This design comes from an exercise in tuning for small area, a short achievable clock period and few clock cycles per item on the open sky130 flow, not from production work. Only simulation tests tie the RTL to the original design; equivalence was not proved. No activity file was given, so power comes from the tool's default toggle rates.

[flow/design.v]
`timescale 1ns/10ps
module sbus_top (
    input  logic                                         clk,
    input  logic                                         rst_n,
    input  logic [3-1:0]                 cmd_valid,
    input  logic [3*(1 + 6 + 4*32)-1:0]     cmd,
    output logic [3-1:0]                 cmd_ready,
    output logic [3-1:0]                 rsp_valid,
    output logic [3*(1 + 4*32)-1:0]     rsp,
    input  logic [3-1:0]                 rsp_ready
);
    localparam int NM    = 3;
    localparam int DW    = 32;
    localparam int AW    = 6;
    localparam int BL    = 4;
    localparam int CW    = (1 + 6 + 4*32);
    localparam int RW    = (1 + 4*32);
    localparam int DEPTH = 64;
    localparam int ROWS  = DEPTH / BL;
    logic [NM-1:0] busy;    
    logic [NM-1:0] grant;   
    logic [NM-1:0] acc;
    logic [NM-1:0] take;
    logic [NM-1:0] free_n;  
    logic [NM-1:0] grant_d;
    assign acc       = cmd_valid & grant;
    assign take      = rsp_ready & busy;
    assign free_n    = ~(acc | (busy & ~take));
    assign cmd_ready = grant;
    assign rsp_valid = busy;
    logic [NM-1:0] last;    
    logic [NM-1:0] idle_q;  
    logic [NM-1:0] idle_d;
    logic [NM-1:0] elig;
    logic [2:0]    credit [NM];
    logic [2:0]    credit_d [NM];
    assign idle_d = (idle_q | (grant & ~cmd_valid)) & free_n & ~cmd_valid;
    assign elig   = ((free_n & ~idle_d) != '0) ? (free_n & ~idle_d) : free_n;
    always_comb begin
        logic all_pos;
        all_pos = 1'b1;
        for (int i = 0; i < NM; i++) begin
            credit_d[i] = (acc[i] && credit[i] != 3'd7) ? credit[i] + 3'd1 : credit[i];
            if (credit_d[i] == '0) all_pos = 1'b0;
        end
        if (all_pos) begin
            for (int i = 0; i < NM; i++) credit_d[i] = credit_d[i] - 3'd1;
        end
    end
    logic [NM-1:0] beats [NM];
    always_comb begin
        for (int j = 0; j < NM; j++) begin
            for (int i = 0; i < NM; i++) begin
                int rj, ri;   
                rj = 0;
                ri = 0;
                for (int l = 0; l < NM; l++) begin
                    if (last[l]) begin
                        rj = (j + NM - l - 1) % NM;
                        ri = (i + NM - l - 1) % NM;
                    end
                end
                beats[j][i] = (j != i) &&
                              ((credit[j] < credit[i]) || (credit[j] == credit[i] && rj < ri));
            end
        end
    end
    always_comb begin
        for (int i = 0; i < NM; i++) begin
            logic lost;
            lost = 1'b0;
            for (int j = 0; j < NM; j++) begin
                if (beats[j][i] && elig[j]) lost = 1'b1;
            end
            grant_d[i] = elig[i] && !lost;
        end
    end
    always_ff @(posedge clk or negedge rst_n) begin
        if (!rst_n) begin
            busy   <= '0;
            grant  <= NM'(1);
            last   <= NM'(1) << (NM - 1);
            idle_q <= '0;
            for (int i = 0; i < NM; i++) credit[i] <= '0;
        end else begin
            busy   <= ~free_n;
            grant  <= grant_d;
            idle_q <= idle_d;
            if (grant_d != '0) begin
                last <= grant_d;
            end
            for (int i = 0; i < NM; i++) credit[i] <= credit_d[i];
        end
    end
    logic          s_wr;
    logic [BL*DW-1:0] s_data;
    logic          s_acc;
    always_comb begin
        s_wr   = 1'b0;
        s_data = '0;
        for (int i = 0; i < NM; i++) begin
            if (grant[i]) begin
                s_wr   = s_wr   | cmd[i*CW + BL*DW + AW];
                s_data = s_data | cmd[i*CW +: BL*DW];
            end
        end
    end
    assign s_acc = |acc;
    logic [1:0]      lo;
    logic [ROWS-1:0] rsel [BL];  
    always_comb begin
        logic [1:0]      m_lo;
        logic [AW-3:0]   m_hi;
        logic [ROWS-1:0] m_dec;
        lo = '0;
        for (int j = 0; j < BL; j++) rsel[j] = '0;
        for (int i = 0; i < NM; i++) begin
            m_lo = cmd[i*CW + BL*DW +: 2];
            m_hi = cmd[i*CW + BL*DW + 2 +: AW-2];
            for (int r = 0; r < ROWS; r++) m_dec[r] = (m_hi == (AW-2)'(r));
            if (grant[i]) lo = lo | m_lo;
            for (int j = 0; j < BL; j++) begin
                for (int r = 0; r < ROWS; r++) begin
                    if (grant[i] && ((2'(j) < m_lo) ? m_dec[(r + ROWS - 1) % ROWS] : m_dec[r])) begin
                        rsel[j][r] = 1'b1;
                    end
                end
            end
        end
    end
    logic [DW-1:0] mem [DEPTH];
    logic [DEPTH-1:0] vld;
    logic [DW-1:0]   bank_rd [BL];
    logic [DW-1:0]   bank_wd [BL];
    logic [DW-1:0]   rd [BL];
    logic            wr_go;
    assign wr_go = s_acc && s_wr;
    always_comb begin
        logic bank_vl;
        for (int j = 0; j < BL; j++) begin
            bank_rd[j] = '0;
            bank_vl    = 1'b0;
            for (int r = 0; r < ROWS; r++) begin
                if (rsel[j][r]) begin
                    bank_rd[j] = bank_rd[j] | mem[r*BL + j];
                    bank_vl    = bank_vl | vld[r*BL + j];
                end
            end
            bank_rd[j] = bank_rd[j] & {DW{bank_vl}};
            bank_wd[j] = s_data[((j - lo) & (BL - 1))*DW +: DW];
        end
        for (int k = 0; k < BL; k++) begin
            rd[k] = bank_rd[(lo + k) & (BL - 1)];
        end
    end
    always_ff @(posedge clk) begin
        for (int j = 0; j < BL; j++) begin
            for (int r = 0; r < ROWS; r++) begin
                if (wr_go && rsel[j][r]) begin
                    mem[r*BL + j] <= bank_wd[j];
                end
            end
        end
    end
    always_ff @(posedge clk or negedge rst_n) begin
        if (!rst_n) begin
            vld <= '0;
        end else begin
            for (int j = 0; j < BL; j++) begin
                for (int r = 0; r < ROWS; r++) begin
                    if (wr_go && rsel[j][r]) begin
                        vld[r*BL + j] <= 1'b1;
                    end
                end
            end
        end
    end
    logic [NM-1:0]    r_wr;
    logic [BL*DW-1:0] r_data [NM];
    always_ff @(posedge clk) begin
        for (int i = 0; i < NM; i++) begin
            if (acc[i]) begin
                r_wr[i] <= s_wr;
                for (int k = 0; k < BL; k++) begin
                    r_data[i][k*DW +: DW] <= rd[k];
                end
            end
        end
    end
    always_comb begin
        for (int i = 0; i < NM; i++) begin
            rsp[i*RW +: RW] = {r_wr[i], r_data[i]};
        end
    end
endmodule
[flow/flow/run.sh]
#!/bin/bash
# The standard layout with these changes:
# - the port buffers are buf_2 cells (the default pick is a slow delay buffer);
# - the resizer may swap a cell for one of another footprint, so it can
#   upsize the port buffers and the logic;
# - clock tree synthesis clusters up to 30 sinks per leaf buffer and inserts
#   no dummy loads.
set -euo pipefail
bash standard.sh MATCH_CELL_FOOTPRINT=0 \
    "BUFFER_PORTS_ARGS=-buffer_cell sky130_fd_sc_hd__buf_2" \
    "CTS_ARGS=-sink_clustering_enable -repair_clock_nets -sink_clustering_size 30 -sink_clustering_max_diameter 60 -dont_use_dummy_load" \
    finish > standard.log 2>&1
[flow/standard.sh]
#!/bin/bash
# synth_recipe.tcl (not shown) runs the flow's synth.tcl, then flattens the netlist and writes it again
# the make line also repeats each setting of config.mk as NAME=value (left out here)
make -C /OpenROAD-flow-scripts/flow DESIGN_CONFIG=/design/flow/config.mk WORK_HOME=/design/flow/orfs CLKGATE_MAP_FILE= SYNTH_SCRIPT=/design/flow/synth_recipe.tcl "${@:-finish}"
[flow/config.mk]
export PLATFORM = sky130hd
export DESIGN_NAME = sbus_top
export DESIGN_NICKNAME = sbus_top
export VERILOG_FILES = /design/flow/design.v
export SDC_FILE = /design/flow/constraint.sdc
export NUM_CORES = 4
export LEC_CHECK = 0
export CAP_MARGIN = 30
export CORE_MARGIN = 2
export CORE_UTILIZATION = 30
export PLACE_DENSITY = 0.75
export SETUP_SLACK_MARGIN = 3.8
export SLEW_MARGIN = 30
[flow/constraint.sdc]
create_clock -name core_clock -period 7.5 [get_ports {clk}]
set_input_delay 1.5000 -clock core_clock [delete_from_list [all_inputs] [get_ports {clk}]]
set_output_delay 1.5000 -clock core_clock [all_outputs]
set_load 0.01 [all_outputs]
==> impl.org, run 1 <==
** Logic synthesis
- Syn Inst Count :: 5864
- After synthesis the cells add up to 0.0985 mm2.
- The synthesized design spends more area on one cell type than any other, namely sky130_fd_sc_hd__edfxtp_1.
- Count of unique library cells instantiated by Yosys :: 81
- Of the post-synthesis cell area, the dominant cell type holds 74.2%.
- Main area contributors after synthesis :: sky130_fd_sc_hd__edfxtp_1 74%, sky130_fd_sc_hd__a22oi_1 3.0%, sky130_fd_sc_hd__a222oi_1 3.0%
- Proportion of synthesized chip area in sequential cells :: 76.4%
- Synthesized flop and latch total :: 2520
- A synthesized cell averages roughly 17 um2.
- Counting every net in the synthesized netlist gives 6302.
- For this run, the number of Yosys warnings is 10.
- Async set-reset flop share out of synthesis :: 3.37%
- For this run, the leading register cell type out of synthesis is sky130_fd_sc_hd__edfxtp_1.
- Number of flops mapped to enable cells by yosys :: 2435

** Global route
- The via count of the first global-routing pass came to 63300.
- Entering global routing, the biggest net connects between 100 and 150 pins.
- First-pass GRT wire length :: 551 mm
- Initial antenna violation count :: ~50
- Global routing used 24.0% of the available tracks.
- GR Overflow Total :: 0

** CTS
- The H-tree was split into 3 levels.
- TritonCTS clock tree :: yes
- The later pin in the worst-skew pair is clocked with a latency of roughly 850 ps.
- Maximum buffer depth of the clock tree :: 3
- Root Driver :: sky130_fd_sc_hd__clkbuf_16
- The clock net in this run drives a total of 2520 sinks.
- The number of clock buffers added by TritonCTS is 120.
- Clock Pin Slew Worst Setup and Hold Paths :: 90 ps

** Floorplan
- Row cnt :: 210
- Core region area :: 0.327 mm2
- Die area :: roughly 0.33 mm2
- Starting density of the core :: 30.1%
- The floorplan step set the die height to roughly 580 um.
- IO Count :: 806
- Die Wd :: a little under 600 um

** Layout
- Synthesis-to-layout area growth :: 24.5%
- Number of nets at the end of the flow :: 7403
- In the layout the commonest cells are 2435 x sky130_fd_sc_hd__edfxtp_1, 789 x sky130_fd_sc_hd__buf_2, 357 x sky130_fd_sc_hd__nand2_1.
- The library cell used most frequently in the layout, excluding fill and tap cells, is sky130_fd_sc_hd__edfxtp_1.
- In the final layout, the share of cells above drive strength 1 is 36.0%.
- Final Instance Area :: 0.123 mm2

** STA
- Period Utilization, post-route :: 54.1%
- Summed over all failing endpoints, the final setup total negative slack is 0 ps.
- Fin. Hold Viols :: 0
- Counting I/O delays and the setup requirement, the final critical path takes 4060 ps.
- RSZ-0062 raised after global routing :: true
- Between clock sinks in the finished design, the worst skew comes to 178 ps.
- Actual transition at the worst max-transition pin :: 1110 ps
- Slew Limit Headroom :: a little over a quarter
- Max Transition Viols Final :: 0
- Max Clock Freq :: 246 MHz
- Setup violations remaining at the end of the flow were counted as 0.

** Critical path
- The endpoint identified for the worst register-to-register timing path is r_data[0][36]$_DFFE_PP_.
- In this run the register-to-register setup slack is between 3000 and 4000 ps.
- R2R Path Start :: grant[2]$_DFF_PN0_
- Critical path data required time :: 8040 ps
- STA puts the critical path data arrival time at 4600 ps.
- In this run the worst path has a maximum fanout of 7.
- The largest individual stage delay along the critical path comes from the cell sky130_fd_sc_hd__or3_4.
- Worst setup path category :: input pin to register
- Biggest cell delay along the critical path :: approximately 400 ps
- Cell-by-cell listing of the critical path :: buf_12 -> or3_4 -> and4_4 -> a221o_4 -> a22o_1 -> a221oi_2 -> nand4_1 -> buf_6 -> and3b_4 -> buf_8 -> o21bai_4 -> buf_6 -> a22oi_2 -> buf_12
- Number of cells traversed by the worst register-to-register path :: 11
- Crit path capture type :: register
- Worst Setup Start Kind :: input pin

** Place
- At the end of routability-driven placement, the weighted congestion stood at 0.932.
- Placed cell areas :: between 0.1 and 0.15 mm2
- Input and output buffers added on the ports amount to 805.
- DP HPWL :: 268 mm

** Power and ir drop
- Overall power consumption after layout is estimated at 50.1 mW.
- The analysis attributes to cell leakage a power of 40.3 nW.
- Across the VDD grid, the largest voltage drop is between 0.3 and 0.4 mV.
- Dividing total power by cell area gives a power density of between 400 and 500 mW/mm2.

** Min path
- Worst hold path cell count :: 1
- Class of the most critical hold timing path :: register to register
- Worst Hold End :: vld[31]$_DFFE_PN0P_
- Startpoint of the most critical hold path :: vld[31]$_DFFE_PN0P_

** Routing
- Detailed-routing iteration count for the pre-antenna-repair pass :: 10
- The final route contains 69400 vias.
- Total length of routed wires :: 425 mm
- For this run, design rule violations remaining after detail routing come to 0.
- Average wire per cell in the routed design :: 37.4 um
- In this run the remaining antenna-violating nets after routing total 0.
- Via density per instance :: 6.11
- In this run, the number of DRC markers left after iteration 0 of detailed routing was 13700.

** Status
- The flow ran to the end and the layout has no timing, DRC or antenna violations.

** Run
- Across the run, the number of max-cap violations was 0.
==> how the worst max path moves through the flow <==
stage	endpoint	start	slack, ps
4_1_cts	r_data[1][65]$_DFFE_PP_	cmd[400]	3610
6_report	r_data[0][112]$_DFFE_PP_	cmd[128]	3440
5_1_grt	r_data[2][112]$_DFFE_PP_	cmd[128]	3480
2_1_floorplan	last[1]$_DFFE_PN0P_	cmd_valid[0]	2720
3_5_place_dp	r_data[1][81]$_DFFE_PP_	cmd[402]	1280
3_3_place_gp	r_data[0][25]$_DFFE_PP_	cmd[401]	600
==> cell usage after synthesis, drive strengths merged, types with 11 or more instances <==
| master | count |
|---|---|
| clkbuf | 321 |
| o21ai | 151 |
| a41oi | 11 |
| mux2i | 57 |
| o2bb2a | 16 |
| nor2b | 21 |
| a221o | 27 |
| nand2b | 14 |
| nor3 | 19 |
| a2bb2oi | 46 |
| nand3b | 12 |
| a22oi | 400 |
| a221oi | 284 |
| o21a | 22 |
| o211ai | 17 |
| o221ai | 16 |
| dfrtp | 83 |
| o22ai | 19 |
| and2 | 76 |
| nor2 | 68 |
| or2 | 74 |
| a22o | 190 |
| a21o | 13 |
| and3b | 13 |
| and3 | 40 |
| mux4 | 64 |
| nand3 | 76 |
| edfxtp | 2435 |
| mux2 | 33 |
| inv | 91 |
| ha | 25 |
| a21oi | 19 |
| a31oi | 41 |
| nand2 | 439 |
| buf | 85 |
| a222oi | 291 |
| nor4 | 14 |
| nand4 | 108 |
| o21bai | 15 |
==> logic make-up (layout without fill, tap and decap cells) <==
family / count (synthesis) / count (layout) / synth area share (%)
AOI/OAI and AO/OA: 1646 / 1646 / 13.7
xor gates and xnor gates: 10 / 10 / 0.0889
adders and majority gates: 25 / 25 / 0.317
buffers and inverters: 497 / 1591 / 1.96
DFF: 2520 / 2520 / 76.4
muxes: 154 / 154 / 2.42
other: 0 / 51 / 0
and+or+nand+nor: 1012 / 1017 / 5.16
==> worst max-delay path: cells and delay by family <==
| family | cells | cell delay (ps) |
|---|---|---|
| AO/OA/AOI/OAI | 5 | 1110 |
| AND/OR/NAND/NOR | 4 | 1160 |
| buffers and inverters | 5 | 790 |
==> flip-flops by register name, summed over array words and instances, names as in the netlist <==
| signal | cells |
|---|---|
| busy | 3 |
| r_wr | 3 |
| r_data | 384 |
| grant | 3 |
| vld | 64 |
| idle_q | 3 |
| credit | 9 |
| last | 3 |
| mem | 2048 |
==> power by group <==
part | internal (mW) | switching, mW
Sequential | 20.6 | 0.839
Combinational | 6.51 | 15.2
Clock | 2.83 | 4.14
Total | 29.9 | 20.2
==> layout make-up <==
type                            instances  area (um2)
Timing Repair inverter                 12        61.3
Tap cell                             4346        5440
Clock buffer                          120        3000
Antenna cell                           51         128
Inverter                               91         546
Timing Repair Buffer                 1368       11600
Multi-Input combinational cell       2852       26700
Sequential cell                      2520       75300
Fill cell                           29300      204000
==> stage by stage <==
step	util, %	hold WS (ps)	cells	worst slack (ps)
4_1_cts	36.7	476	11200	3610
3_5_place_dp	33.8	454	10800	1280
6_report	37.5	478	11400	3440
5_1_grt	37.5	493	11300	3480
3_3_place_gp	33.7	451	10800	605
2_1_floorplan	-	430	5864	2720
==> repair_timing <==
item                        CTS  global route
setup endpoints to repair  4549          1035
gates cloned                 34            25
gates resized for setup     702           206
setup buffers               262            98
hold buffers                  0             0
pin swaps                   181           130
==> routing by layer <==
layer | routed length, um | track usage (%) | share of wire [%] | up-vias
li1 | - | - | - | 26800
met1 | 132000 | 27.9 | 31 | 34500
met2 | 178000 | 35.7 | 42 | 6796
met3 | 73200 | 10.1 | 17 | 1281
met4 | 41000 | 17.2 | 9.7 | 32
met5 | 374 | 0 | 0.088 | -
Testbench counts, summed over its fixed seeds: cycles 1,251, items 960.
==> run 2: changes to the inputs <==
--- a/flow/config.mk
+++ b/flow/config.mk
@@ -8,6 +8,5 @@
 export CAP_MARGIN = 30
 export CORE_MARGIN = 2
 export CORE_UTILIZATION = 30
-export PLACE_DENSITY = 0.75
 export SETUP_SLACK_MARGIN = 3.8
 export SLEW_MARGIN = 30
==> impl.org, run 2 <==
** Power and ir drop
- Summed over all nets, the switching power comes to 19.2 mW.
- Power per cell area :: 403 mW/mm2
- IR analysis of the VDD net gives a maximum drop of 0.259 mV.
- Internal power contribution :: 29.7 mW
- The clock network is responsible for 16.2% of the overall power.
- Combinational logic burns between 40% and 50% of the power.
- Switching part of the total :: a little under 40%
- For this design the static power due to leakage is slightly below 40 nW.
- In this run, flip-flops and latches consume 43.5% of the power.

** STA
- Post-Route Setup TNS :: 0 ps
- For the pin with the worst max-slew slack, the measured transition is 1070 ps.
- In the post-route analysis, the smallest setup slack over all paths is 3670 ps.
- The max-slew violation count was 0.
- Fin. Hold Viols :: 0
- Static timing analysis puts the maximum clock frequency at 261 MHz.
- Setup skew after layout :: 143 ps
- Count of final setup violators :: 0
- Dividing the final minimum period by the clock period gives 51.1%.
- Final hold analysis gives a worst-case slack of 472 ps.
- The worst pin sits at a relative slew slack of 28.4%.
- RSZ-0062 raised after global routing :: true
- The worst path needs 3830 ps of the cycle, external delays included.

** Floorplan
- The die covers 0.333 mm2.
- Measured along the x axis, the die boundary spans 577 um.
- ~810 I/O pins were placed.
- The die is 577 um tall.
- Once the floorplan was initialized, standard cells occupied 30.1% of the core.
- Core region area :: 0.327 mm2
- Row cnt :: 210

** Layout
- Most frequent standard cell in the layout excluding fill and tap cells :: sky130_fd_sc_hd__edfxtp_1
- Share of final-layout standard cells stronger than drive strength 1 :: 35.1%
- Synthesis-to-layout area growth :: 23.1%
- The top cell types in the final layout, fill and taps aside, are 2435 x sky130_fd_sc_hd__edfxtp_1, 796 x sky130_fd_sc_hd__buf_2, 366 x sky130_fd_sc_hd__nand2_1.
- The register with the most flip-flops in the layout has 2048 of them.
- Register name with the most flops :: mem
- Number of nets at the end of the flow :: 7335
- The filler cells instantiated in the layout total 30300.
- The largest registers in the layout are mem: 2048 flops, r_data: 384 flops, vld: 64 flops.
- The finished layout holds between 10000 and 15000 standard cells, fillers aside.
- Fraction of the core area covered by cells at the end of the flow :: 37.1%

** Logic synthesis
- For this run, the register share of the synthesized area comes to about three quarters.
- Ranked by total cell area, the synthesized netlist is headed by sky130_fd_sc_hd__edfxtp_1 74%, sky130_fd_sc_hd__a22oi_1 3.0%, sky130_fd_sc_hd__a222oi_1 3.0%.
- Synthesis inferred 2520 register bits.
- Biggest area consumer among synthesized cells :: sky130_fd_sc_hd__edfxtp_1
- Count of unique library cells instantiated by Yosys :: 81
- Of all flip-flops after synthesis, the portion carrying an async set or reset was roughly 3.4%.
- Syn_nets :: around 6300
- Number of flops mapped to enable cells by yosys :: 2435
- Share of the synthesized area in the top cell type :: ~74%
- Cell types with the highest counts after synthesis :: 2435 x sky130_fd_sc_hd__edfxtp_1, 439 x sky130_fd_sc_hd__nand2_1, 400 x sky130_fd_sc_hd__a22oi_1, 320 x sky130_fd_sc_hd__clkbuf_1, 291 x sky130_fd_sc_hd__a222oi_1
- Syn. warnings :: 10
- In the synthesized netlist the dominant register cell turns out to be sky130_fd_sc_hd__edfxtp_1.
- Summing every instance area after synthesis gives 0.0985 mm2.
- A synthesized cell averages 16.8 um2.
- Synthesis handed over a netlist of 5864 instances.
- sky130_fd_sc_hd__edfxtp_1 is the most common cell in the netlist.

** Routing
- Post-route ant nets :: 0
- Summed over all layers, the routed wires come to 416 mm.
- Summing over every cut layer, the via total after detailed routing is ~67000.
- Average wire per cell in the routed design :: 36.9 um
- For this run, design rule violations remaining after detail routing come to 0.
- First-iteration detailed-routing DRC count :: 11100
- The pre-antenna-repair detailed-routing pass consisted of 12 iterations.
- Via density per instance :: 5.95

** Critical path
- In this design, the largest share of critical-path delay is due to compound AO/OA/AOI/OAI gates.
- The slowest stage of the critical path belongs to the cell sky130_fd_sc_hd__nor4_4.
- Crit path capture type :: register
- Data arrival at the endpoint of the critical path :: roughly 4400 ps
- Critical path data required time :: 8020 ps
- The critical path is of the input pin to register type.
- Biggest cell delay along the critical path :: 630 ps
- Together, buffers and inverters on the worst path number 3.
- Crit-path max FO :: 9
- STA classifies the critical path startpoint as an input pin.
- Cell-by-cell listing of the critical path :: buf_16 -> and3b_2 -> o211ai_1 -> buf_4 -> o221ai_4 -> buf_6 -> a22o_1 -> a221o_1 -> nor4_4 -> a21oi_4 -> nand2_1 -> a22oi_2

** Global route
- Vias in the first global route :: 60500
- First-pass GRT wire length :: 534 mm
- GR Overflow Total :: 0
- Entering global routing, the biggest net connects 127 pins.
- The initial antenna violation count is 34.
- Total GRT Usage :: 23.4%

** Run
- MaxCap Viol Count :: 0

** Place
- Final estimated routing congestion in global placement :: 0.915
- Placed Instances :: 10800
- Prior to clock tree synthesis, the placed netlist has a worst setup slack of 1610 ps.
- DP HPWL :: 259 mm
- The count of buffers added on input and output ports is 805.

** CTS
- Clock tree synthesis selected as its root buffer the cell sky130_fd_sc_hd__clkbuf_16.
- Counting along the longest clock path gives a buffer depth of 3.
- CTS built an H-tree with a depth of 4.
- TritonCTS built the clock tree.
- In this run, CTS created clock tree buffers numbering 151.
- TritonCTS sink count :: 2520
- Clock network latency to the later pin of the worst-skew pair :: ~880 ps
- Clock Pin Slew Worst Setup and Hold Paths :: 70 ps

** Status
- Outcome :: no timing/DRC/antenna violations

** Min path
- In this run the worst hold path is classified as register to register.
## run 2: cell count changes in the layout (fill, tap and decap cells not counted), moves of 16 or more
cell,change
sky130_fd_sc_hd__and2_2,+38
sky130_fd_sc_hd__buf_12,-43
sky130_fd_sc_hd__buf_4,-39
sky130_fd_sc_hd__buf_6,-19
sky130_fd_sc_hd__diode_2,-16
sky130_fd_sc_hd__inv_4,+17
## run 2: power groups by stage
| stage | logic, mW | registers [mW] | clock network [mW] |
|---|---|---|---|
| after detailed placement | 17.0 | 21.6 | 0 |
| after global routing | 20.5 | 21.3 | 8.37 |
| after global placement | 16.4 | 21.6 | 0 |
| after floorplan | 8.89 | 21.4 | 0 |
| after CTS | 18.7 | 21.3 | 7.92 |
| final | 19.7 | 21.3 | 7.92 |
## run 2: worst paths after layout
check                              startpoint                      end  slack, ps  cells past startpoint
max in group asynchronous               rst_n       grant[2]$_DFF_PN0_       5490                      2
min in group asynchronous               rst_n      vld[26]$_DFFE_PN0P_        670                      1
hold / removal             vld[1]$_DFFE_PN0P_       vld[1]$_DFFE_PN0P_        470                      1
setup reg to reg           grant[0]$_DFF_PN1_     mem[63][0]$_DFFE_PP_       3840                      7
setup / recovery                     cmd[399]  r_data[1][98]$_DFFE_PP_       3670                     12
hold reg to reg            vld[1]$_DFFE_PN0P_       vld[1]$_DFFE_PN0P_        470                      1
## run 2: layer usage
layer  track usage [%]  up-vias  share of wire, %
met3              6.18      762                12
met1              30.4    34800                36
li1                  -    26700                 -
met2              36.2     4848                45
met4              11.4       10               6.4
met5                 0        -             0.025
## run 2: cells by family after synthesis
family | share of synthesized area [%]
AND/OR/NAND/NOR | 5.16
AO/OA/AOI/OAI | 13.7
XOR/XNOR | 0.0889
multiplexers | 2.42
adder cells (fa/ha/maj) | 0.317
flip-flops | 76.4
buffers and inverters | 1.96
## run 2: final cells by class
class	instances	area (um2)	share of cell area [%]
Antenna cell	35	87.6	0.0722
Clock buffer	151	3780	3.12
Inverter	91	494	0.408
Multi-Input combinational cell	2893	26800	22.1
Sequential cell	2520	75300	62.1
Tap cell	4346	5440	4.48
Timing Repair Buffer	1240	9400	7.75
## run 2: per-stage QoR
| step | cell area, um2 | total power [mW] |
|---|---|---|
| 5_1_grt | 121000 | 50.2 |
| 3_5_place_dp | 111000 | 38.6 |
| 4_1_cts | 119000 | 47.9 |
| 6_report | 121000 | 48.9 |
| 3_3_place_gp | 110000 | 38.0 |
| 2_1_floorplan | 101000 | 30.2 |
## run 2: repair_timing
item / CTS / global route
gates resized for setup: 548 / 200
gates cloned: 25 / 48
hold buffers: 0 / 0
buffers inserted: 159 / 64
pin swaps: 104 / 130
endpoints found under the setup margin: 4151 / 1496
## run 2: worst reg2reg max path, delay by kind of cell, from the launching register on
kind | cells | cell delay (ps)
flip-flops | 1 | 800
AO/OA/AOI/OAI | 2 | 400
buffers and inverters | 4 | 1180
AND/OR/NAND/NOR | 1 | 950
==> run 3: changes to the inputs <==
==> flow/flow/run.sh (replaced) <==
#!/bin/bash
# The standard layout with these changes:
# - the port buffers are buf_2 cells (the default pick is a slow delay buffer);
# - the resizer may swap a cell for one of another footprint, so it can
#   upsize the port buffers and the logic;
# - clock tree synthesis clusters up to 24 sinks per leaf buffer and inserts
#   no dummy loads.
set -euo pipefail
bash standard.sh MATCH_CELL_FOOTPRINT=0 \
    "BUFFER_PORTS_ARGS=-buffer_cell sky130_fd_sc_hd__buf_2" \
    "CTS_ARGS=-sink_clustering_enable -repair_clock_nets -sink_clustering_size 24 -sink_clustering_max_diameter 50 -dont_use_dummy_load" \
    finish > standard.log 2>&1
--- a/flow/config.mk
+++ b/flow/config.mk
@@ -8,5 +8,6 @@
 export CAP_MARGIN = 30
 export CORE_MARGIN = 2
 export CORE_UTILIZATION = 30
+export PLACE_DENSITY = 0.75
 export SETUP_SLACK_MARGIN = 3.8
 export SLEW_MARGIN = 30
==> impl.org, run 3 <==
** Status
- Outcome :: no timing/DRC/antenna violations

** CTS
- Number of hold buffers added after CTS :: 0
- The later pin in the worst-skew pair is clocked with a latency of about 920 ps.
- Maximum buffer depth of the clock tree :: 4
- TritonCTS clock tree :: yes
- Total clock buffers created by CTS :: 171
- # H-tree levels :: 4
- Clock tree synthesis selected as its root buffer the cell sky130_fd_sc_hd__clkbuf_16.
- TritonCTS sink count :: 2520
- Clock Pin Slew Worst Setup and Hold Paths :: 80 ps

** Global route
- First-pass GRT wire length :: 553 mm
- Pin count of the biggest net entering global routing :: 138
- The via count of the first global-routing pass is roughly 64000.
- The initial antenna violation count was 53.
- Across every metal layer, demand over resource in global routing totals 24.1%.
- The total overflow left after global routing is 0.

** Routing
- Average wire per cell in the routed design :: 37.5 um
- Met2 wirelength from detailed routing :: 179 mm
- DRC viols :: 0
- Detailed-routing iteration count for the pre-antenna-repair pass :: 17
- Top routing layer in use :: met5
- The final route contains 69900 vias.
- First-iteration detailed-routing DRC count :: approximately 14000
- Total length of routed wires :: 428 mm
- Using the TritonRoute via totals, the vias-per-cell ratio works out to approximately 6.
- For this block, wires on met1 add up to 134 mm.
- Post-route ant nets :: 0
- Wire segments on met3 add up to 71.9 mm in the final route.

** Layout
- Number of nets at the end of the flow :: roughly 7500
- Cells with a size suffix above 1 make up 36.6% of the layout.
- Fraction of the core area covered by cells at the end of the flow :: 37.9%
- More flip-flops sit in one register than any other, and that register is mem.
- Commonest cells after routing, fill and taps aside :: 2435 x sky130_fd_sc_hd__edfxtp_1, 789 x sky130_fd_sc_hd__buf_2, 364 x sky130_fd_sc_hd__nand2_1
- Synthesis-to-layout area growth :: 25.7%
- The largest registers in the layout are mem: 2048 flops, r_data: 384 flops, vld: 64 flops.
- The library cell used most frequently in the layout, excluding fill and tap cells, is sky130_fd_sc_hd__edfxtp_1.
- Count of non-filler cells in the finished layout :: 11400
- The register with the most flip-flops in the layout has 2048 of them.

** Logic synthesis
- After Yosys synthesis, and, or, nand and nor cells account for 5.16% of the synthesized area.
- Share of the synthesized area in the top cell type :: 74.2%
- For this run, the leading register cell type out of synthesis is sky130_fd_sc_hd__edfxtp_1.
- Synthesis produced a netlist with a net count of 6302.
- The largest total area in the synthesized netlist belongs to sky130_fd_sc_hd__edfxtp_1.
- By area the synthesized netlist is led by sky130_fd_sc_hd__edfxtp_1 74%, sky130_fd_sc_hd__a22oi_1 3.0%, sky130_fd_sc_hd__a222oi_1 3.0%.
- Area fraction in compound gates after synthesis :: 13.7%
- Proportion of synthesized chip area in sequential cells :: approximately 76%
- During synthesis, Yosys emitted a total of 10 warnings.
- In this run, synthesis produced a sequential element count of 2520.
- Count of unique library cells instantiated by Yosys :: between 80 and 90
- After synthesis the cells add up to 0.0985 mm2.
- Adder-cell area share of the yosys netlist :: 0.317%
- Dividing the synthesized area by the synthesized cell count gives 16.8 um2.
- By count the netlist is led by 2435 x sky130_fd_sc_hd__edfxtp_1, 439 x sky130_fd_sc_hd__nand2_1, 400 x sky130_fd_sc_hd__a22oi_1, 320 x sky130_fd_sc_hd__clkbuf_1, 291 x sky130_fd_sc_hd__a222oi_1.
- Fraction of synthesized cell area in xor and xnor cells :: less than 1%
- In this run, synthesis inferred 2435 flip-flops with an integrated enable.
- Cell with the most instances after synthesis :: sky130_fd_sc_hd__edfxtp_1
- By area, the combinational part of the netlist is dominated by compound AO/OA/AOI/OAI gates.
- Async set-reset flop share out of synthesis :: 3.37%
- Syn Inst Count :: 5864
- Share of cell area taken by muxes after synthesis :: ~2.4%

** Floorplan
- Die outline height :: 577 um
- Die area :: 0.333 mm2
- Row cnt :: 210
- The core region is about 0.33 mm2.
- Measured along the x axis, the die boundary spans 577 um.
- For this configuration, the core starts out at a cell density of 30.1%.
- IO Count :: approximately 810

** STA
- At the pin with the least slew margin, the transition time is 1130 ps.
- Setup violations remaining at the end of the flow were counted as 0.
- The max-slew violation count is 0.
- RSZ-0062 raised after global routing :: true
- Slew Limit Headroom :: 24.6%
- Static timing analysis puts the maximum clock frequency at between 200 and 300 MHz.
- In the finished design, the share of the clock period the worst path needs comes to 53.1%.
- The count of final hold-check violations was 0.
- On the final layout, the worst clock skew is around 130 ps.
- Post-route minimum period :: roughly 4000 ps
- Post-Route Setup TNS :: 0 ps
- Final critical-path setup slack :: about 3500 ps

** Min path
- The path class of the tightest hold or removal check is register to register.

** Place
- Port Buf Inserts :: 805
- OpenSTA, run right after detailed placement, puts the worst setup slack at between 1000 and 1500 ps.
- DP HPWL :: 268 mm
- Placed Instances :: 10800
- Final estimated routing congestion in global placement :: 0.932

** Critical path
- The critical path is of the input pin to register type.
- Walking the worst path, the cells encountered are buf_16 -> and3b_2 -> nor2_4 -> o221ai_4 -> buf_12 -> buf_8 -> a222oi_1 -> nand4_1 -> o21a_4 -> a221oi_1 -> a22oi_2.
- Worst Setup Start Kind :: input pin
- Worst path slowest cell :: sky130_fd_sc_hd__nand4_1
- Of all nets on the critical path, the largest fanout is 6.
- R2r setup slk :: about 3600 ps
- Data arrival at the endpoint of the critical path :: 4560 ps
- Critical path data required time :: 8070 ps
- The worst setup path is captured at a register.
- Biggest cell delay along the critical path :: between 500 and 600 ps

** Power and ir drop
- IR analysis of the VDD net gives a maximum drop of 0.357 mV.
- The analysis attributes to cell leakage a power of about 40 nW.
- Power per cell area :: 411 mW/mm2

** Run
- MaxCap Viol Count :: 0
-- run 3: cell count changes in the layout (fill, tap and decap cells not counted), sizes merged --
cell,before,now
and3b,13,15
nand2,442,439
inv,87,88
or2,76,74
clkbuf,180,218
diode,35,42
or3b,4,5
bufbuf,0,2
clkinv,1,0
nand3,76,77
buf,1211,1338
and2,117,76
-- run 3: area by class of cell --
class	instances	area, um2
timing repair buffer	1387	11500
antenna	42	105
fill	29100	203000
sequential	2520	75300
clock buffer	171	4280
inverter	91	503
tap	4346	5440
multi-input combinational	2851	26800
-- run 3: final timing paths --
check | endpoint | startpoint | cells past startpoint
min in group asynchronous | credit[2][1]$_DFF_PN0_ | rst_n | 1
hold reg to reg | vld[54]$_DFFE_PN0P_ | vld[54]$_DFFE_PN0P_ | 1
hold / removal | vld[54]$_DFFE_PN0P_ | vld[54]$_DFFE_PN0P_ | 1
setup / recovery | r_data[1][127]$_DFFE_PP_ | cmd[265] | 11
max in group asynchronous | vld[41]$_DFFE_PN0P_ | rst_n | 3
setup reg to reg | r_data[0][87]$_DFFE_PP_ | grant[1]$_DFF_PN0_ | 13
-- run 3: cell families after synthesis --
logic type,count (synthesis)
AO/OA/AOI/OAI,1646
XOR/XNOR,10
adder cells (fa/ha/maj),25
buffers and inverters,497
flip-flops,2520
multiplexers,154
AND/OR/NAND/NOR,1012
-- run 3: critical path, delay by kind of cell --
family / cells / cell delay (ps)
compound gates: 5 / 1510
buf+inv: 3 / 450
simple gates: 3 / 1070
-- run 3: metrics by stage --
| step | hold slack, ps | instance area (um2) | power, mW |
|---|---|---|---|
| global placement | 451 | 110000 | 38.1 |
| floorplan | 430 | 101000 | 30.2 |
| finish | 474 | 124000 | 51.0 |
| detailed placement | 454 | 111000 | 38.9 |
| global route | 492 | 124000 | 51.9 |
| CTS | 473 | 121000 | 49.2 |
-- run 3: repair_timing --
| action | CTS | global route |
|---|---|---|
| cloned | 34 | 15 |
| setup endpoints to repair | 4548 | 835 |
| resized for setup | 651 | 234 |
| setup buffers | 261 | 115 |
| pin swaps | 140 | 163 |
-- run 3: power by group --
part           switching, mW  internal [mW]
logic                   15.0           6.10
registers              0.826           20.6
clock network           4.46           4.03
total                   20.3           30.7
-- run 3: routing by layer --
metal / track usage [%] / vias to the layer above
li1: - / 26900
met1: 28.1 / 34700
met2: 35.5 / 6839
met3: 10.0 / 1450
met4: 18.1 / 34
met5: 0 / -
==> run 4: changes to the inputs <==
--- a/flow/config.mk
+++ b/flow/config.mk
@@ -8,6 +8,5 @@
 export CAP_MARGIN = 30
 export CORE_MARGIN = 2
 export CORE_UTILIZATION = 30
-export PLACE_DENSITY = 0.75
 export SETUP_SLACK_MARGIN = 3.8
 export SLEW_MARGIN = 30
==> impl.org, run 4 <==
** Status
- The flow ran to the end and the layout has no timing, DRC or antenna violations.

** Power and ir drop
- Summed over all cells, the static leakage comes to 40.3 nW.
- Power per cell area :: 412 mW/mm2
- VDD sags by at most between 0.2 and 0.3 mV.
- The completed layout was analyzed and its total power is 50.4 mW.

** Logic synthesis
- When the netlist entered floorplanning its net count stood at 6302.
- Count of unique library cells instantiated by Yosys :: 81
- sky130_fd_sc_hd__edfxtp_1 takes more of the synthesized area than any other cell.
- For this run, the leading register cell type out of synthesis is sky130_fd_sc_hd__edfxtp_1.
- Number of flops mapped to enable cells by yosys :: 2435
- The most common cell in the synthesized netlist is sky130_fd_sc_hd__edfxtp_1.
- Area of the mapped netlist :: 0.0985 mm2
- Proportion of synthesized chip area in sequential cells :: roughly three quarters
- Synthesized flop and latch total :: 2520
- Syn. warnings :: 10
- Syn Inst Count :: 5864
- Share of the synthesized area in the top cell type :: 74.2%
- Synthesized area divided by synthesized cell count :: between 15 and 20 um2
- Cell types with the highest counts after synthesis :: 2435 x sky130_fd_sc_hd__edfxtp_1, 439 x sky130_fd_sc_hd__nand2_1, 400 x sky130_fd_sc_hd__a22oi_1, 320 x sky130_fd_sc_hd__clkbuf_1, 291 x sky130_fd_sc_hd__a222oi_1
- After synthesis, the share of flip-flops with an asynchronous set or reset is 3.37%.
- Ranked by total cell area, the synthesized netlist is headed by sky130_fd_sc_hd__edfxtp_1 74%, sky130_fd_sc_hd__a22oi_1 3.0%, sky130_fd_sc_hd__a222oi_1 3.0%.

** CTS
- Clock latency on the worst-skew pair, taken at its later pin, is between 900 and 1000 ps.
- The clock passes through at most 3 buffers.
- TritonCTS created 226 clock buffers.
- After clock tree synthesis, the flow added hold-fix buffers numbering 0.
- The tree built by TritonCTS fans out to 2520 sinks.
- After clock tree synthesis, the clock-pin slew on the worst setup and hold paths is 60 ps.
- # H-tree levels :: 4
- TritonCTS clock tree :: yes
- Root Driver :: sky130_fd_sc_hd__clkbuf_16

** Routing
- In the routed design, unresolved DRC markers number 0.
- The first TritonRoute pass finished after 8 iterations.
- For this block, the initial DRC count from the detailed router was around 11000.
- Detailed routing inserted a total of ~67000 vias.
- Post-route ant nets :: 0
- Total length of routed wires :: 410 mm
- In the final routed layout, each cell accounts on average for about 36 um.
- After detailed routing, the number of vias per cell comes to 5.88.

** Place
- DP HPWL :: around 260 mm
- Port Buf Inserts :: 805
- Final estimated routing congestion in global placement :: a little over 0.9

** Critical path
- The critical path is of the input pin to register type.
- Critical path data required time :: 8100 ps
- The signal on the critical path passes through buf_4 -> nor3_4 -> buf_4 -> or4b_2 -> o211ai_1 -> buf_4 -> a22o_1 -> a221oi_2 -> nand4_1 -> and3b_4 -> buf_12 -> buf_6 -> a41o_4 -> a22oi_2.
- Worst Setup Start Kind :: input pin
- Data arrival at the endpoint of the critical path :: roughly 4500 ps
- Crit-path max FO :: 8
- Crit path capture type :: register
- In this design, the stage delay of the slowest critical-path cell is 660 ps.
- In this design, the largest share of critical-path delay is due to simple AND/OR/NAND/NOR gates.
- The number of buffers and inverters on the critical path is 5.
- Most common cell on crit path :: sky130_fd_sc_hd__buf_4
- The slowest stage of the critical path is the sky130_fd_sc_hd__or4b_2 cell.

** STA
- Across the routed clock network, the largest skew measured is ~140 ps.
- The count of final hold-check violations is 0.
- Period Utilization, post-route :: between 50% and 60%
- The worst pin sits at a relative slew slack of 30.9%.
- Post-route minimum period :: 3870 ps
- The max-slew violation count was 0.
- Actual transition at the worst max-transition pin :: between 1000 and 1500 ps
- Max Clock Freq :: 258 MHz
- RSZ-0062 raised after global routing :: true
- In the final timing run, aggregate negative setup slack is 0 ps.
- Setup violations remaining at the end of the flow were counted as 0.

** Layout
- The register with the most flip-flops in the layout has ~2000 of them.
- Relative to the synthesized area, the layout overhead comes to 24.1%.
- Leaving out fill and tap cells, the most frequent cell in the layout is sky130_fd_sc_hd__edfxtp_1.
- Number of nets at the end of the flow :: ~7400
- Area of combinational cells with multiple inputs :: 0.0262 mm2
- Counting the fill cells in the layout gives 30200.
- For this run, the share of the core covered by cells in the final layout is 37.4%.
- Area of all sequential standard cells :: roughly 0.075 mm2
- The largest registers in the layout are mem: 2048 flops, r_data: 384 flops, vld: 64 flops.
- In the final layout, the share of cells above drive strength 1 is 35.2%.
- Ranked by flip-flop count, first place goes to mem.
- In the layout the commonest cells are 2435 x sky130_fd_sc_hd__edfxtp_1, 797 x sky130_fd_sc_hd__buf_2, 364 x sky130_fd_sc_hd__nand2_1.

** Floorplan
- Row cnt :: 210
- IO Count :: 806
- In this run the horizontal extent of the chip is 577 um.
- The floorplan step defined a die boundary enclosing 0.333 mm2.
- Once the floorplan was initialized, standard cells occupied 30.1% of the core.
- Die outline height :: between 500 and 600 um
- Core region area :: between 0.3 and 0.4 mm2

** Global route
- Initial antenna violation count :: 39
- The first global-routing pass estimated 531 mm of wire.
- Global routing consumed, over all layers together, 23.2% of the routing resources.
- The via count of the first global-routing pass was 61000.
- Entering global routing, the biggest net connects ~130 pins.
- GR Overflow Total :: 0

** Run
- MaxCap Viol Count :: 0

** Min path
- Class of the most critical hold timing path :: register to register
run 4: cell types whose count changed in the layout (fill, tap and decap cells not counted), sizes merged:
| cell | previous run | this run |
|---|---|---|
| and2 | 76 | 107 |
| and3b | 15 | 13 |
| buf | 1338 | 1236 |
| bufbuf | 2 | 0 |
| clkbuf | 218 | 244 |
| clkinv | 0 | 1 |
| diode | 42 | 30 |
| inv | 88 | 87 |
| nand2 | 439 | 441 |
| nand3 | 77 | 76 |
| or2 | 74 | 75 |
| or3b | 5 | 4 |
run 4: cell families (layout without fill, tap and decap cells):
kind of cell | Yosys count | after routing | synth area share [%]
buffers and inverters | 497 | 1571 | 1.96
AND/OR/NAND/NOR | 1012 | 1046 | 5.16
AO/OA/AOI/OAI | 1646 | 1646 | 13.7
multiplexers | 154 | 154 | 2.42
XOR/XNOR | 10 | 10 | 0.0889
other | 0 | 30 | 0
flip-flops | 2520 | 2520 | 76.4
adder cells (fa/ha/maj) | 25 | 25 | 0.317
run 4: worst paths after layout:
check                      slack, ps                 from  cells after the start                       end
max                             3630             cmd[263]                     14  r_data[2][123]$_DFFE_PP_
min                              470  vld[23]$_DFFE_PN0P_                      1       vld[23]$_DFFE_PN0P_
max reg2reg                     3790   grant[0]$_DFF_PN1_                      7     mem[24][23]$_DFFE_PP_
min reg2reg                      470  vld[23]$_DFFE_PN0P_                      1       vld[23]$_DFFE_PN0P_
max in group asynchronous       5550                rst_n                      2        grant[1]$_DFF_PN0_
min in group asynchronous        610                rst_n                      1       vld[38]$_DFFE_PN0P_
run 4: layout make-up:
| class | instances | share of cell area (%) |
|---|---|---|
| flip-flops and latches | 2520 | 61.6 |
| repair buffers | 1254 | 7.51 |
| inverters | 91 | 0.404 |
| well taps | 4346 | 4.45 |
| clock buffers | 226 | 4.63 |
| multi-input cells | 2881 | 21.4 |
| diodes | 30 | 0.0614 |
run 4: per-layer routing:
layer / share of wire, % / vias to the layer above / GRT usage [%]
met5: 0.022 / - / 0
met4: 5.7 / 14 / 11.3
met3: 12 / 664 / 6.54
met2: 46 / 4575 / 35.9
met1: 37 / 34700 / 30.0
li1: - / 26800 / -
run 4: metrics by stage:
| step | hold WS [ps] | cell area (um2) | setup slack (ps) | instances |
|---|---|---|---|---|
| 5_1_grt | 475 | 122000 | 3650 | 11300 |
| 2_1_floorplan | 430 | 101000 | 2720 | 5864 |
| 3_5_place_dp | 455 | 111000 | 1610 | 10800 |
| 3_3_place_gp | 447 | 110000 | 1500 | 10800 |
| 6_report | 472 | 122000 | 3630 | 11300 |
| 4_1_cts | 469 | 120000 | 3750 | 11200 |
run 4: report_power, final:
group / internal [mW] / switching (mW) / total (mW)
Sequential: 20.6 / 0.701 / 21.3
Combinational: 5.34 / 13.9 / 19.2
Clock: 5.23 / 4.69 / 9.92
Total: 31.1 / 19.3 / 50.4
run 4: repair_timing:
item | CTS | global route
pin swaps | 77 | 88
endpoints found under the setup margin | 4083 | 1156
gates resized for setup | 454 | 191
buffers inserted | 142 | 105
cloned | 12 | 40
==> run 5: changes to the inputs <==
--- a/flow/design.v
+++ b/flow/design.v
@@ -136,17 +136,13 @@
     logic            wr_go;
     assign wr_go = s_acc && s_wr;
     always_comb begin
-        logic bank_vl;
         for (int j = 0; j < BL; j++) begin
             bank_rd[j] = '0;
-            bank_vl    = 1'b0;
             for (int r = 0; r < ROWS; r++) begin
-                if (rsel[j][r]) begin
+                if (rsel[j][r] && vld[r*BL + j]) begin
                     bank_rd[j] = bank_rd[j] | mem[r*BL + j];
-                    bank_vl    = bank_vl | vld[r*BL + j];
                 end
             end
-            bank_rd[j] = bank_rd[j] & {DW{bank_vl}};
             bank_wd[j] = s_data[((j - lo) & (BL - 1))*DW +: DW];
         end
         for (int k = 0; k < BL; k++) begin
==> flow/flow/run.sh (replaced) <==
#!/bin/bash
# The standard layout with two changes: the port buffers are buf_2 cells
# (the default pick is a slow delay buffer), and the resizer may swap a cell
# for one of another footprint, so it can upsize them and the logic.
set -euo pipefail
bash standard.sh MATCH_CELL_FOOTPRINT=0 "BUFFER_PORTS_ARGS=-buffer_cell sky130_fd_sc_hd__buf_2" finish > standard.log 2>&1
==> impl.org, run 5 <==
** Status
- The flow ran to the end and the layout has no timing, DRC or antenna violations.

** Logic synthesis
- Async set-reset flop share out of synthesis :: between 3 and 4%
- Counting instances in the post-synthesis netlist gives the leading cell types as 2435 x sky130_fd_sc_hd__edfxtp_1, 525 x sky130_fd_sc_hd__o211ai_1, 354 x sky130_fd_sc_hd__clkbuf_1, 335 x sky130_fd_sc_hd__a22oi_1, 295 x sky130_fd_sc_hd__nand2_1.
- Area of the mapped netlist :: just over 0.1 mm2
- Syn_nets :: 6974
- Sequential elements use 73.4% of the synthesized area.
- The most used flip-flop cell after synthesis is sky130_fd_sc_hd__edfxtp_1.
- Biggest area consumer among synthesized cells :: sky130_fd_sc_hd__edfxtp_1
- Cell with the most instances after synthesis :: sky130_fd_sc_hd__edfxtp_1
- Count of unique library cells instantiated by Yosys :: between 90 and 100
- After synthesis the netlist holds a flip-flop and latch count of 2520.
- Syn. warnings :: 10
- In this run the biggest area consumer among cell types represents 71.3% of the synthesized area.
- After technology mapping, the gate count stands at 6536.
- Number of flops mapped to enable cells by yosys :: about 2400
- Dividing the synthesized area by the synthesized cell count gives 15.7 um2.
- Main area contributors after synthesis :: sky130_fd_sc_hd__edfxtp_1 71%, sky130_fd_sc_hd__o211ai_1 3.8%, sky130_fd_sc_hd__a22oi_1 2.5%

** Floorplan
- Core region area :: approximately 0.34 mm2
- After floorplanning, the core was divided into around 210 placement rows.
- Die area :: 0.346 mm2
- Die Wd :: a little under 600 um
- During I/O placement, the number of pins put on the boundary was 806.
- Starting density of the core :: 30.2%
- Die outline height :: 589 um

** Layout
- Commonest cells after routing, fill and taps aside :: 2435 x sky130_fd_sc_hd__edfxtp_1, 807 x sky130_fd_sc_hd__buf_2, 534 x sky130_fd_sc_hd__buf_4
- Counting flops per register, the top entry is mem.
- Count of non-filler cells in the finished layout :: roughly 13000
- The library cell used most frequently in the layout, excluding fill and tap cells, is sky130_fd_sc_hd__edfxtp_1.
- The register with the most flip-flops in the layout has between 2000 and 2500 of them.
- From synthesis to final layout, the design area changed by 28.9%.
- For this run, the post-layout net count is 8293.
- The largest registers in the layout are mem: 2048 flops, r_data: 384 flops, vld: 64 flops.
- For this run, the share of the core covered by cells in the final layout is 38.9%.
- Share of final-layout standard cells stronger than drive strength 1 :: 35.7%

** Place
- The congestion estimate from routability-driven global placement came to between 0.9 and 1.
- Placed Instances :: 11700
- Port buffering added 805 buffers.
- DP HPWL :: about 350 mm
- Before CTS, the worst setup slack after placement is 1410 ps.

** STA
- Slew Limit Headroom :: 28.1%
- Post-route minimum period :: 3860 ps
- Fin. Hold Viols :: 0
- Period Utilization, post-route :: 51.4%
- On the final layout, the worst clock skew is 88.6 ps.
- Final critical-path setup slack :: 3640 ps
- Adding up every negative setup slack in the final design gives 0 ps.
- Actual transition at the worst max-transition pin :: 1080 ps
- Setup repair after global routing could not meet its margin everywhere.
- Max Clock Freq :: 259 MHz
- The max-slew violation count was 0.
- Count of final setup violators :: 0

** Routing
- Vias after detailed routing :: approximately 77000
- Post-route ant nets :: 0
- After detailed routing, the average wire length per cell comes to 41.2 um.
- The first TritonRoute pass finished after 10 iterations.
- Via density per instance :: 6.09
- First-iteration detailed-routing DRC count :: approximately 13000
- For this run, design rule violations remaining after detail routing come to 0.
- Total length of routed wires :: 523 mm

** CTS
- TritonCTS sink count :: 2520
- TritonCTS clock tree :: yes
- Total clock buffers created by CTS :: 271
- # H-tree levels :: 5
- Clock network latency to the later pin of the worst-skew pair :: 920 ps
- Number of hold buffers added after CTS :: 0
- The clock passes through at most 4 buffers.
- Root Driver :: sky130_fd_sc_hd__clkbuf_16
- Clock-pin slew was measured on the worst setup and hold paths at 60 ps.

** Min path
- In this run the most critical hold path is launched from vld[19]$_DFFE_PN0P_.
- The worst hold path terminates at vld[19]$_DFFE_PN0P_.
- The worst hold path belongs to the class register to register.
- Along the worst hold path, the cell count comes to 1.

** Critical path
- Worst setup path category :: input pin to register
- Critical path data required time :: 8250 ps
- Across all register-to-register paths, the minimum setup slack is 3690 ps.
- The startpoint identified for the worst register-to-register timing path is grant[2]$_DFF_PN0_.
- Worst Setup Start Kind :: input pin
- Most common cell on crit path :: sky130_fd_sc_hd__buf_16
- Number of cells traversed by the worst register-to-register path :: 9
- Data arrival at the endpoint of the critical path :: 4600 ps
- Biggest cell delay along the critical path :: 520 ps
- The endpoint identified for the worst register-to-register timing path is mem[30][26]$_DFFE_PP_.
- Crit-path max FO :: 21
- Cell-by-cell listing of the critical path :: buf_16 -> buf_6 -> a222oi_1 -> bufbuf_16 -> inv_4 -> ha_4 -> buf_4 -> buf_16 -> buf_12 -> mux4_2 -> inv_6
- Crit path capture type :: register
- Worst path slowest cell :: sky130_fd_sc_hd__mux4_2

** Power and ir drop
- Summing internal, switching and leakage power gives 56.0 mW.
- Power per cell area :: about 420 mW/mm2
- The worst-case IR drop observed on VDD is 0.250 mV.
- Summed over all cells, the static leakage comes to 44.0 nW.

** Global route
- Global routing consumed, on the met2 layer, 43.7% of the routing resources.
- Entering global routing, the biggest net connects 130 pins.
- Total GRT Usage :: between 20% and 30%
- Met1 capacity usage during global routing :: 34.4%
- GR Overflow Total :: 0
- The first global-routing pass estimated between 600 and 700 mm of wire.
- Fraction of met3 tracks used by global routing :: 10.9%
- The initial antenna violation count came to 135.
- Vias in the first global route :: 71200
- Grt peak-use layer :: met2

** Run
- Max-cap violations in this run came to 0.
## run 5: layout make-up
class | count | area, um2
Antenna cell | 99 | 248
Clock buffer | 345 | 7340
Clock inverter | 134 | 1320
Fill cell | 31100 | 208000
Inverter | 148 | 733
Multi-Input combinational cell | 3347 | 29400
Sequential cell | 2520 | 75300
Tap cell | 4536 | 5680
Timing Repair Buffer | 1567 | 12200
## run 5: worst max-delay path: cells and delay by family
| kind | cells | cell delay [ps] |
|---|---|---|
| adder cells (fa/ha/maj) | 1 | 430 |
| multiplexers | 1 | 520 |
| buffers and inverters | 8 | 1660 |
| AO/OA/AOI/OAI | 1 | 370 |
## run 5: cells by family (layout without fill, tap and decap cells)
family	Yosys count	after routing	share of synthesized area, %
AO/OA/AOI/OAI	1950	1953	14.6
adder cells (fa/ha/maj)	25	25	0.305
buffers and inverters	673	2194	2.73
XOR/XNOR	12	12	0.110
AND/OR/NAND/NOR	1181	1182	6.28
multiplexers	175	175	2.56
other	0	99	0
flip-flops	2520	2520	73.4
## run 5: metrics by stage
stage,area (um2),hold slack (ps)
floorplan,105000,427
global placement,116000,443
detailed placement,116000,453
CTS,130000,467
global route,132000,489
finish,132000,467
## run 5: what timing repair did
| action | 4_1_cts | 5_1_grt |
|---|---|---|
| setup buffers | 287 | 83 |
| endpoints found under the setup margin | 3839 | 833 |
| cloned | 18 | 5 |
| gates resized for setup | 395 | 164 |
| pin swaps | 150 | 78 |
## run 5: worst max-delay path by stage
stage	endpoint	start	depth (start not counted)
2_1_floorplan	vld[62]$_DFFE_PN0P_	cmd_valid[2]	5
3_3_place_gp	r_data[1][112]$_DFFE_PP_	cmd[399]	11
3_5_place_dp	r_data[0][103]$_DFFE_PP_	cmd[402]	11
4_1_cts	r_data[1][101]$_DFFE_PP_	grant[0]$_DFF_PN1_	10
5_1_grt	r_data[0][95]$_DFFE_PP_	grant[2]$_DFF_PN0_	12
6_report	mem[30][26]$_DFFE_PP_	cmd[264]	11
## run 5: per-layer routing
layer / vias up / share of wire, % / routed length (um)
met3: 1385 / 14 / 74200
met5: - / 0.078 / 408
met2: 6618 / 43 / 226000
met4: 60 / 8.8 / 46100
li1: 30000 / - / -
met1: 39200 / 34 / 176000
## run 5: report_power, final
group	switching, mW	internal (mW)	leakage [nW]
sequential	0.916	20.7	23.3
clock	5.68	7.65	4.22
combinational	15.3	5.78	16.5
total	21.9	34.1	44.0
Testbench counts of run 5, summed over its fixed seeds: cycles 1,251, items 960.

-- port drivers added, routing unchanged --
The results above use ideal ports. As a check the final layouts listed here were re-extracted and re-timed, cells and wires unchanged.
Step 1 sets driving cells, clkbuf_16 on the clock port and buf_2 on the other inputs (assumed; they add their load-dependent delay and slew).
Step 2 times the ports against the registers' clock, not the clock port: input delays grow and output delays shrink by t, the midpoint of the rising clock arrivals with the driver on.
Three values: ideal ports, drivers, drivers and shift; two values: the first two.
run | shift t [ns] | setup WS [ns] | worst setup path at the end | clock arrival spread, ns | slew at the worst register clock pin (ns)
run 1 | 0.858 | 3.440 / 3.327 / 2.469 | input to register | 0.196 / 0.196 | 0.11 / 0.11
run 2 | 0.915 | 3.669 / 3.567 / 2.652 | input to register | 0.164 / 0.164 | 0.11 / 0.11
run 3 | 0.932 | 3.515 / 3.363 / 2.431 | input to register | 0.145 / 0.145 | 0.09 / 0.09
run 4 | 0.959 | 3.627 / 3.525 / 2.566 | input to register | 0.147 / 0.146 | 0.08 / 0.08
run 5 | 0.990 | 3.643 / 3.446 / 2.456 | input to register | 0.093 / 0.093 | 0.07 / 0.07
After both steps setup and hold are still met in every run listed. The setup slack of run 5, which loses most, moves by -0.197 ns with the drivers and by -1.187 ns with both steps.
